What follows belongs to an exercise in optimizing a design on an open flow for small area; a production flow would make more cautious choices. In this exercise RTL edits were held to simulation tests only and were not proved equivalent to the original. Power and IR drop assume default switching activity.

==> flow/design.v <==
module iot_filter_param #(
    parameter int IN_W  = 8,
    parameter int BEATS = 16,
    parameter int WORDS = 8
) (
    input  logic                     clk,
    input  logic                     rst,
    input  logic                     in_en,
    input  logic [IN_W-1:0]          iot_in,
    input  logic [2:0]               fn_sel,
    input  logic [IN_W*BEATS-1:0]    lo_bound,
    input  logic [IN_W*BEATS-1:0]    hi_bound,
    output logic                     busy,
    output logic                     valid,
    output logic [IN_W*BEATS-1:0]    iot_out
);
    localparam int WORD_W = IN_W * BEATS;
    localparam int LOG2W  = $clog2(WORDS);
    localparam int BCW    = $clog2(BEATS);
    logic              busy_r;
    logic              valid_r;
    logic [BCW-1:0]    beat_cnt;
    logic [LOG2W-1:0]  word_cnt;
    logic [2:0]        fn;
    logic              peak_vld;
    logic              chg;
    logic              ag, al, bg, bl;
    logic [WORD_W-1:0] acc;
    logic [LOG2W-1:0]  ext;     
    logic [LOG2W-1:0]  lowp;    
    logic [WORD_W-1:0] lo;
    logic [WORD_W-1:0] hi;
    logic [BEATS-1:0]  cy;      
    logic              accept, rs, beat0, beatl;
    logic [2:0]        fn_e;
    logic              fold_now, fold_e;
    logic              is_max, is_min, is_avg, is_ext, is_rnd, force_b;
    logic [IN_W-1:0]   lo_b, hi_b, at, bt;
    logic              ag0, al0, bg0, bl0, eqa, eqb;
    logic              ag_n, al_n, bg_n, bl_n;
    logic              take;
    logic [IN_W-1:0]   addb;
    logic [IN_W:0]     sum;
    logic [LOG2W:0]    sum_lo;
    logic [IN_W-1:0]   nbyte;
    assign accept   = in_en && !busy_r;
    assign beat0    = (beat_cnt == '0);
    assign beatl    = (beat_cnt == BCW'(BEATS - 1));
    assign rs       = beat0 && (word_cnt == '0);
    assign fold_now = peak_vld && (fn_sel == fn);
    assign fn_e     = rs ? fn_sel : fn;
    assign fold_e   = rs ? fold_now : peak_vld;
    assign is_max   = (fn_e == 3'd1) || (fn_e == 3'd6);
    assign is_min   = (fn_e == 3'd2) || (fn_e == 3'd7);
    assign is_avg   = (fn_e == 3'd3);
    assign is_ext   = (fn_e[2:1] == 2'b10);
    assign is_rnd   = is_max || is_min || is_avg;
    assign force_b  = is_rnd && !fold_e && (word_cnt == '0);
    logic [BEATS-1:0] bsel;
    always_comb begin
        bsel = '0;
        bsel[beat_cnt] = 1'b1;
        lo_b = rs ? lo_bound[WORD_W-1 -: IN_W] : '0;
        hi_b = rs ? hi_bound[WORD_W-1 -: IN_W] : '0;
        for (int k = 0; k < BEATS; k++) begin
            lo_b = lo_b | ({IN_W{bsel[k] && !rs}} & lo[WORD_W-1-IN_W*k -: IN_W]);
            hi_b = hi_b | ({IN_W{bsel[k] && !rs}} & hi[WORD_W-1-IN_W*k -: IN_W]);
        end
    end
    assign at   = is_ext ? lo_b : acc[WORD_W-1 -: IN_W];
    assign bt   = hi_b;
    assign ag0  = !beat0 && ag;
    assign al0  = !beat0 && al;
    assign bg0  = !beat0 && bg;
    assign bl0  = !beat0 && bl;
    assign eqa  = !ag0 && !al0;
    assign eqb  = !bg0 && !bl0;
    assign ag_n = ag0 || (eqa && (iot_in > at));
    assign al_n = al0 || (eqa && (iot_in < at));
    assign bg_n = bg0 || (eqb && (iot_in > bt));
    assign bl_n = bl0 || (eqb && (iot_in < bt));
    assign take  = !is_rnd || force_b || (is_max && ag_n) || (is_min && al_n);
    assign lowp   = lo[LOG2W-1:0];
    assign ext    = lo[2*LOG2W-1:LOG2W];
    assign addb   = {(beat0 ? {LOG2W{1'b0}} : lowp), iot_in[IN_W-1:LOG2W]};
    assign sum    = (force_b ? {IN_W{1'b0}} : at) + addb + (!force_b && hi_b[0]);
    assign sum_lo = (force_b ? {LOG2W{1'b0}} : ext) + iot_in[LOG2W-1:0];
    assign nbyte  = is_avg ? sum[IN_W-1:0] : (take ? iot_in : at);
    always_ff @(posedge clk) begin
        if (rst) begin
            busy_r   <= 1'b0;
            valid_r  <= 1'b0;
            beat_cnt <= '0;
            word_cnt <= '0;
            peak_vld <= 1'b0;
        end else begin
            busy_r  <= accept && beatl;
            valid_r <= 1'b0;
            if (accept) begin
                beat_cnt <= beat_cnt + 1'b1;
                if (rs && fn_sel != fn) peak_vld <= 1'b0;
            end
            if (busy_r) begin
                word_cnt <= word_cnt + 1'b1;
                if (fn == 3'd4)
                    valid_r <= ag && bl;
                else if (fn == 3'd5)
                    valid_r <= al || bg;
                else if (word_cnt == LOG2W'(WORDS - 1) && fn != 3'd0)
                    valid_r <= chg;
                if (word_cnt == LOG2W'(WORDS - 1) && fn[2:1] == 2'b11)
                    peak_vld <= 1'b1;
            end
        end
    end
    always_ff @(posedge clk) begin
        if (accept) begin
            ag   <= ag_n;
            al   <= al_n;
            bg   <= bg_n;
            bl   <= bl_n;
            chg  <= (rs ? !fold_now : chg) || (is_max && ag_n) || (is_min && al_n);
            acc  <= {acc[WORD_W-IN_W-1:0], nbyte};
            if (!rs && is_avg) begin
                for (int q = 0; q < BEATS - 1; q++)
                    if (beat_cnt == BCW'(q + 1)) hi[IN_W*(BEATS-1-q)] <= sum[IN_W];
                if (beatl) hi[0] <= sum_lo[LOG2W];
            end
            if (rs) begin
                fn     <= fn_sel;
                lo     <= lo_bound;
                hi     <= hi_bound;
            end
            if (is_avg) begin
                lo[LOG2W-1:0] <= iot_in[LOG2W-1:0];
                if (beatl) lo[2*LOG2W-1:LOG2W] <= sum_lo[LOG2W-1:0];
            end
        end
    end
    localparam int RA = 5;
    localparam int RB = 10;
    logic [BEATS:0]    bc;       
    logic [BEATS:0]    bo;       
    logic              bcr_a, bcr_b;
    logic [BEATS-1:0]  bg_g, bg_p;
    for (genvar k = 0; k < BEATS; k++) begin : g_cy
        assign cy[k] = hi[IN_W*k] && (fn == 3'd3);
    end
    logic [WORD_W-1:0] tot;
    for (genvar k = 0; k < BEATS; k++) begin : g_gp
        logic [IN_W-1:0] a;
        assign a       = acc[k*IN_W +: IN_W];
        assign bg_g[k] = a[0] & cy[k] & (&a[IN_W-1:1]);
        assign bg_p[k] = (a[0] | cy[k]) & (&a[IN_W-1:1]);
    end
    assign bc[0] = 1'b0;
    assign bo[0] = 1'b0;
    for (genvar k = 0; k < BEATS; k++) begin : g_bc
        assign bc[k+1] = bg_g[k] | (bg_p[k] & bc[k]);
        if (k + 1 == RA)
            assign bo[k+1] = bcr_a;
        else if (k + 1 == RB)
            assign bo[k+1] = bcr_b;
        else
            assign bo[k+1] = bg_g[k] | (bg_p[k] & bo[k]);
    end
    always_ff @(posedge clk) begin
        bcr_a <= bc[RA];
        bcr_b <= bc[RB];
    end
    for (genvar k = 0; k < BEATS; k++) begin : g_res
        logic [IN_W-1:0] a;
        logic [IN_W:0]   p;
        logic            c1;
        assign a    = acc[k*IN_W +: IN_W];
        assign c1   = (a[0] & cy[k]) | (bo[k] & (a[0] | cy[k]));
        assign tot[k*IN_W] = a[0] ^ cy[k] ^ bo[k];
        assign p[1] = 1'b1;
        for (genvar m = 1; m < IN_W; m++) begin : g_bit
            assign p[m+1] = p[m] & a[m];
            assign tot[k*IN_W+m] = a[m] ^ (c1 & p[m]);
        end
    end
    assign busy    = busy_r;
    assign valid   = valid_r;
    assign iot_out = valid_r ? tot : '0;
endmodule
Settings: LEC_CHECK=0, ABC_AREA=1, CAP_MARGIN=0, CORE_MARGIN=2, CORE_UTILIZATION=40, PLACE_DENSITY=0.6, SLEW_MARGIN=0; clock period 11.0 ns.
standard.sh (not shown) runs the stock make flow with config.mk's settings and CLKGATE_MAP_FILE= SYNTH_SCRIPT=/design/flow/synth_recipe.tcl, a recipe that flattens the netlist after the stock synthesis.
==> flow/flow/run.sh <==
#!/bin/bash
# The standard ORFS layout (standard.sh, which keeps each step's log under
# orfs/logs/), with three changes:
#  - synthesis maps all the logic with the area-oriented ABC script in
#    flow/abc_area.script (run from a copy of ORFS's scripts folder; nothing else in it
#    differs), without first mapping adders to the platform's full/half adder cells
#    (ADDER_MAP_FILE empty); registers are mapped exactly as in the standard flow;
#  - buffer_ports puts the smallest buffer cell on every input and output port;
#  - the clock tree uses clkbuf_4 buffers on clusters of up to 9 registers and no
#    dummy loads.
set -euo pipefail
rm -rf orfs_scripts
cp -rp "$FLOW_HOME/scripts" orfs_scripts
cp flow/abc_area.script orfs_scripts/abc_area.script
ADDER_MAP_FILE= SCRIPTS_DIR="$PWD/orfs_scripts" bash standard.sh synth > standard_synth.log 2>&1
export BUFFER_PORTS_ARGS="-buffer_cell sky130_fd_sc_hd__buf_1"
export CTS_ARGS="-sink_clustering_enable -repair_clock_nets -buf_list sky130_fd_sc_hd__clkbuf_2 -sink_clustering_size 6 -sink_clustering_max_diameter 35 -dont_use_dummy_load"
bash standard.sh > standard.log 2>&1
==> flow/flow/abc_area.script <==
strash
&get -n
&fraig -x
&put
scorr
dc2
dretime
strash
dch -f
amap -m
mfs3 -ae
topo
==> next run, changes <==
--- a/flow/flow/run.sh
+++ b/flow/flow/run.sh
@@ -17 +17 @@
-export CTS_ARGS="-sink_clustering_enable -repair_clock_nets -buf_list sky130_fd_sc_hd__clkbuf_2 -sink_clustering_size 6 -sink_clustering_max_diameter 35 -dont_use_dummy_load"
+export CTS_ARGS="-sink_clustering_enable -repair_clock_nets -buf_list sky130_fd_sc_hd__clkbuf_4 -sink_clustering_size 9 -sink_clustering_max_diameter 50 -dont_use_dummy_load"
Result:
- The changed run finished clean
- combinational power stays flat
- flip-flop and latch count does not change
- area after synthesis stays the same
- clock skew drops by 0.036 ns
- final area drops by 0.38%

---

Another version of the RTL of iot_filter_param (not shown whole).
Size: ~1300 cells after synthesis, about 420 flip-flops, ~400 I/O pins, about 19000 µm² of cells after synthesis.
Settings: LEC_CHECK=0, ABC_AREA=1, CAP_MARGIN=20, CORE_MARGIN=2, CORE_UTILIZATION=40, PLACE_DENSITY=0.6, SLEW_MARGIN=20; clock period 11.0 ns.
==> flow/flow/run.sh <==
#!/bin/bash
# The standard ORFS layout (standard.sh, which keeps each step's log under
# orfs/logs/), with three changes:
#  - synthesis maps the logic with the area-oriented ABC script in flow/abc_area.script
#    (run from a copy of ORFS's scripts folder; nothing else in it differs);
#  - buffer_ports puts the smallest buffer cell on every input and output port;
#  - the clock tree uses clkbuf_8 buffers on clusters of up to 16 registers and no
#    dummy loads.
set -euo pipefail
rm -rf orfs_scripts
cp -rp "$FLOW_HOME/scripts" orfs_scripts
cp flow/abc_area.script orfs_scripts/abc_area.script
SCRIPTS_DIR="$PWD/orfs_scripts" bash standard.sh synth > standard_synth.log 2>&1
export BUFFER_PORTS_ARGS="-buffer_cell sky130_fd_sc_hd__buf_1"
export CTS_ARGS="-sink_clustering_enable -repair_clock_nets -buf_list sky130_fd_sc_hd__clkbuf_8 -sink_clustering_size 16 -sink_clustering_max_diameter 80 -dont_use_dummy_load"
bash standard.sh > standard.log 2>&1
==> flow/flow/abc_area.script <==
strash
&get -n
&fraig -x
&put
scorr
dc2
dretime
strash
dch -f
amap
topo
Change:
==> flow/flow/run.sh (replaced) <==
#!/bin/bash
# Standard ORFS layout (the standard.sh) with the smallest buffer cell on the ports
# and a clock tree without dummy loads.
set -euo pipefail
export BUFFER_PORTS_ARGS="-buffer_cell sky130_fd_sc_hd__buf_1"
export CTS_ARGS="-sink_clustering_enable -repair_clock_nets -buf_list sky130_fd_sc_hd__clkbuf_8 -sink_clustering_size 16 -sink_clustering_max_diameter 80 -dont_use_dummy_load"
bash standard.sh > standard.log 2>&1
ABC_AREA = 0   (was 1)
ABC_CLOCK_PERIOD_IN_PS = 30000   (was default)
removed: flow/flow/abc_area.script
Outcome: The changed run completed without violations; count of clock-buffer cells in the layout went down by 2; critical path depth is lower by 24; final area rose by about 2.7%; worst setup slack is better by 2700 ps; hold slack gets better by 14 ps; first-iteration DRC count is higher by 22%; global-route usage stays flat; area after synthesis went up by about 5.4%; final cell count climbs by about 1.9%.
Change:
--- a/flow/flow/run.sh
+++ b/flow/flow/run.sh
@@ -2,2 +2,7 @@
-# Standard ORFS layout (the standard.sh) with the smallest buffer cell on the ports
-# and a clock tree without dummy loads.
+# The standard ORFS layout (standard.sh, which keeps each step's log under
+# orfs/logs/), with three changes:
+#  - synthesis maps the logic with the area-oriented ABC script in flow/abc_area.script
+#    (run from a copy of ORFS's scripts folder; nothing else in it differs);
+#  - buffer_ports puts the smallest buffer cell on every input and output port;
+#  - the clock tree uses clkbuf_8 buffers on clusters of up to 16 registers and no
+#    dummy loads.
@@ -4,0 +10,4 @@
+rm -rf orfs_scripts
+cp -rp "$FLOW_HOME/scripts" orfs_scripts
+cp flow/abc_area.script orfs_scripts/abc_area.script
+SCRIPTS_DIR="$PWD/orfs_scripts" bash standard.sh synth > standard_synth.log 2>&1
==> flow/flow/abc_area.script (new file) <==
strash
&get -n
&fraig -x
&put
scorr
dc2
dretime
strash
dch -f
amap
topo
ABC_AREA = 1   (was 0)
ABC_CLOCK_PERIOD_IN_PS = default   (was 30000)
CAP_MARGIN = 0   (was 20)
SLEW_MARGIN = 0   (was 20)
- The changed run finished clean
- design area falls by a few percent
- synthesized cell count falls by a few percent
- via count falls by a few percent
- total power rises slightly
- sequential cell count is unchanged
- die area falls by a few percent
- clock power rises slightly
- area after synthesis falls by a few percent
Change:
--- a/flow/flow/run.sh
+++ b/flow/flow/run.sh
@@ -7 +7 @@
-#  - the clock tree uses clkbuf_8 buffers on clusters of up to 16 registers and no
+#  - the clock tree uses clkbuf_4 buffers on clusters of up to 10 registers and no
@@ -15 +15 @@
-export CTS_ARGS="-sink_clustering_enable -repair_clock_nets -buf_list sky130_fd_sc_hd__clkbuf_8 -sink_clustering_size 16 -sink_clustering_max_diameter 80 -dont_use_dummy_load"
+export CTS_ARGS="-sink_clustering_enable -repair_clock_nets -buf_list sky130_fd_sc_hd__clkbuf_4 -sink_clustering_size 10 -sink_clustering_max_diameter 50 -dont_use_dummy_load"
==> flow/flow/abc_area.script (replaced) <==
strash
&get -n
&fraig -x
&put
scorr
dc2
dretime
strash
dch -f
amap -m
mfs3 -ae
topo
CORE_UTILIZATION = 60   (was 40)
PLACE_DENSITY = 0.75   (was 0.6)
Outcome: The new run finished with timing, DRC and antenna clean. Global-route usage climbs by 8.2 points. Synthesized area barely changes. Non-clock buffer count drops by 5.
Change:
--- a/flow/flow/run.sh
+++ b/flow/flow/run.sh
@@ -13 +13 @@
-SCRIPTS_DIR="$PWD/orfs_scripts" bash standard.sh synth > standard_synth.log 2>&1
+ADDER_MAP_FILE= SCRIPTS_DIR="$PWD/orfs_scripts" bash standard.sh synth > standard_synth.log 2>&1
CORE_UTILIZATION = 40   (was 60)
PLACE_DENSITY = 0.6   (was 0.75)
The new run finished but failed the layout checks on negative setup slack. Area after synthesis falls by a few percent. Cell count increases by about a fifth. Global-route usage shrinks by 5.2 points. Sequential share of layout area drops by 4.6 points.

---

Setup of JK:
iot_filter_param, a different RTL version from the one above (not shown whole).
Size in the first run: about 1400 cells after synthesis, roughly 410 flip-flops, about 400 I/O pins, ~17000 sq um of cells after synthesis.
clock: 11.0 ns
lec_check: 0
abc_area: 1
cap_margin: 0
core_margin: 2
core_utilization: 40
place_density: 0.6
slew_margin: 0
==> flow/flow/run.sh <==
#!/bin/bash
# The standard ORFS layout (standard.sh, which keeps each step's log under
# orfs/logs/), with three changes:
#  - synthesis maps the logic with the area-oriented ABC script in flow/abc_area.script
#    (run from a copy of ORFS's scripts folder; nothing else in it differs);
#  - buffer_ports puts the smallest buffer cell on every input and output port;
#  - the clock tree uses clkbuf_4 buffers on clusters of up to 10 registers and no
#    dummy loads.
set -euo pipefail
rm -rf orfs_scripts
cp -rp "$FLOW_HOME/scripts" orfs_scripts
cp flow/abc_area.script orfs_scripts/abc_area.script
ADDER_MAP_FILE= SCRIPTS_DIR="$PWD/orfs_scripts" bash standard.sh synth > standard_synth.log 2>&1
export BUFFER_PORTS_ARGS="-buffer_cell sky130_fd_sc_hd__buf_1"
export CTS_ARGS="-sink_clustering_enable -repair_clock_nets -buf_list sky130_fd_sc_hd__clkbuf_4 -sink_clustering_size 10 -sink_clustering_max_diameter 50 -dont_use_dummy_load"
bash standard.sh > standard.log 2>&1
==> flow/flow/abc_area.script <==
strash
&get -n
&fraig -x
&put
scorr
dc2
dretime
strash
dch -f
amap -m
strash
dch -f
amap -m
topo
stime -p
diff inputs: JK => MS
--- a/flow/flow/run.sh
+++ b/flow/flow/run.sh
@@ -14,3 +14,3 @@
 export BUFFER_PORTS_ARGS="-buffer_cell sky130_fd_sc_hd__buf_1"
-export CTS_ARGS="-sink_clustering_enable -repair_clock_nets -buf_list sky130_fd_sc_hd__clkbuf_4 -sink_clustering_size 10 -sink_clustering_max_diameter 50 -dont_use_dummy_load"
+export CTS_ARGS="-sink_clustering_enable -repair_clock_nets -buf_list sky130_fd_sc_hd__clkbuf_4 -sink_clustering_size 10 -sink_clustering_max_diameter 42 -dont_use_dummy_load"
 bash standard.sh > standard.log 2>&1
==> flow/flow/abc_area.script <==
strash
&get -n
&fraig -x
&put
scorr
dc2
dretime
strash
dch -f
amap -m
mfs3 -ae
topo
Notes after the runs:
In summary, MS completed successfully, with a layout that passed the timing, DRC and antenna checks.
MS has final worst-path setup slack below what JK had.
The global-route met2 utilization in MS sits 1.6 points above the value recorded for JK.
When the final numbers for JK and MS were put side by side, the non-clock buffer count turned out to be smaller in JK.
MS against JK: portion of the clock cycle consumed by the worst path in the final layout moved up, clock network area share moved up, shortest clock period the worst path allows after layout higher, clock-pin slew reported for the worst setup and hold paths after clock tree synthesis lost 0.02 ns, power density over the cells went up by 1.2%.
Detailed-route via count (MS vs. JK) decreases slightly
Total power on MS is behind JK.
Relative to JK, the post-synthesis to final-layout area growth of MS is higher by 0.46 points.
#### Input delta (AL over MS)
--- a/flow/flow/run.sh
+++ b/flow/flow/run.sh
@@ -14,3 +14,3 @@
 export BUFFER_PORTS_ARGS="-buffer_cell sky130_fd_sc_hd__buf_1"
-export CTS_ARGS="-sink_clustering_enable -repair_clock_nets -buf_list sky130_fd_sc_hd__clkbuf_4 -sink_clustering_size 10 -sink_clustering_max_diameter 42 -dont_use_dummy_load"
+export CTS_ARGS="-sink_clustering_enable -repair_clock_nets -buf_list sky130_fd_sc_hd__clkbuf_4 -sink_clustering_size 8 -sink_clustering_max_diameter 40 -dont_use_dummy_load"
 bash standard.sh > standard.log 2>&1
Notes after the runs:
Register-to-register slack: MS and AL compared, higher one is MS. End-of-flow core utilization (lower): MS. Cmp AL vs MS: fraction of power consumed by combinational cells lower in AL. MS and AL ended up with nearly the same final period demand of the worst path.
Modified inputs, TR compared to AL
--- a/flow/flow/run.sh
+++ b/flow/flow/run.sh
@@ -14,3 +14,3 @@
 export BUFFER_PORTS_ARGS="-buffer_cell sky130_fd_sc_hd__buf_1"
-export CTS_ARGS="-sink_clustering_enable -repair_clock_nets -buf_list sky130_fd_sc_hd__clkbuf_4 -sink_clustering_size 8 -sink_clustering_max_diameter 40 -dont_use_dummy_load"
+export CTS_ARGS="-sink_clustering_enable -repair_clock_nets -buf_list sky130_fd_sc_hd__clkbuf_4 -sink_clustering_size 9 -sink_clustering_max_diameter 50 -dont_use_dummy_load"
 bash standard.sh > standard.log 2>&1
==> comparison <==
Global-route wire length before repair essentially unchanged between AL and TR. Taking AL as the reference point, the total power of TR falls by 2.7%. TR ends up with a post-detailed-routing wire length that is 0.48% lower than in AL. Number of standard cells in the layout, taps in and fillers out, TR and AL: higher on AL. Measured against each other, TR and AL differ in part of the total power dissipated in the clock network, the higher figure coming from AL. Re global routing usage on met2: TR and AL aren't equal, and the higher value belongs to AL. Between TR and AL, the difference in combinational gate power is negligible. Sequential share of layout area was higher in TR than in AL.
What PW does differently from TR at the input level:
--- a/flow/flow/run.sh
+++ b/flow/flow/run.sh
@@ -14,3 +14,3 @@
 export BUFFER_PORTS_ARGS="-buffer_cell sky130_fd_sc_hd__buf_1"
-export CTS_ARGS="-sink_clustering_enable -repair_clock_nets -buf_list sky130_fd_sc_hd__clkbuf_4 -sink_clustering_size 9 -sink_clustering_max_diameter 50 -dont_use_dummy_load"
+export CTS_ARGS="-sink_clustering_enable -repair_clock_nets -buf_list sky130_fd_sc_hd__clkbuf_4 -sink_clustering_size 10 -sink_clustering_max_diameter 50 -dont_use_dummy_load"
 bash standard.sh > standard.log 2>&1
Findings:
Having completed the whole flow, PW delivered a layout that passed the timing, DRC and antenna checks.
PW vs. TR: overall fraction of global-route tracks in use comparable; total power divided by cell area now smaller; count of inserted tapcells comparable; insertion delay to the later sink of the worst-skew pair now larger; worst hold slack now smaller.
Cmp PW vs TR: count of clock-buffer cells in the layout lower in PW
PW vs. TR: total cell area at the placement stage stayed essentially flat; number of cells on the critical path closely matched the old numbers.
Total met2 wirelength after detailed routing: TR vs PW, no meaningful difference

-- re-timing with driven ports --
How much do the figures lean on ideal ports? The routed layouts below were timed once more, with nothing changed but the port constraints. Step 1 (the two cells are an assumption about what drives the block):
set clk [get_ports {clk}]
set_driving_cell -lib_cell sky130_fd_sc_hd__clkbuf_16 $clk
set_driving_cell -lib_cell sky130_fd_sc_hd__buf_2 [delete_from_list [all_inputs] $clk]
Step 2 also shifts input and output timing later by t, the mid clock arrival at the registers, as if the neighbouring blocks saw the same clock. Slacks: ideal ports / drivers / drivers and shift; pairs: ideal ports / drivers.
run	shift t [ns]	setup WS [ns]	worst hold slack (ns)	worst register clock-pin slew, ns	worst slew at a driven data input, ns
the first run of note 1	1.024	0.760 / 0.711 / 1.736	0.391 / 0.391 / 0.391	0.12 / 0.12	0.10
the second run of note 1	0.853	0.865 / 0.816 / 1.668	0.458 / 0.458 / 0.458	0.11 / 0.11	0.12
the first run of note 2	0.627	0.937 / 0.887 / 1.514	0.473 / 0.473 / 0.473	0.11 / 0.11	0.09
the second run of note 2	0.631	3.677 / 3.622 / 4.254	0.487 / 0.487 / 0.487	0.11 / 0.11	0.12
the third run of note 2	0.625	0.929 / 0.880 / 1.504	0.472 / 0.472 / 0.472	0.11 / 0.11	0.09
the fourth run of note 2	0.729	0.958 / 0.911 / 1.640	0.445 / 0.445 / 0.445	0.11 / 0.11	0.11
the fifth run of note 2	0.838	-4.829 / -4.883 / -4.046	0.480 / 0.480 / 0.480	0.12 / 0.12	0.11
JK	0.828	0.896 / 0.845 / 1.672	0.409 / 0.409 / 0.409	0.12 / 0.12	0.12
MS	0.830	0.801 / 0.749 / 1.579	0.451 / 0.451 / 0.451	0.11 / 0.11	0.10
AL	0.802	0.800 / 0.748 / 1.550	0.451 / 0.451 / 0.451	0.09 / 0.09	0.10
TR	0.816	0.837 / 0.786 / 1.602	0.470 / 0.470 / 0.470	0.11 / 0.11	0.10
PW	0.811	0.820 / 0.771 / 1.582	0.449 / 0.449 / 0.449	0.12 / 0.12	0.10
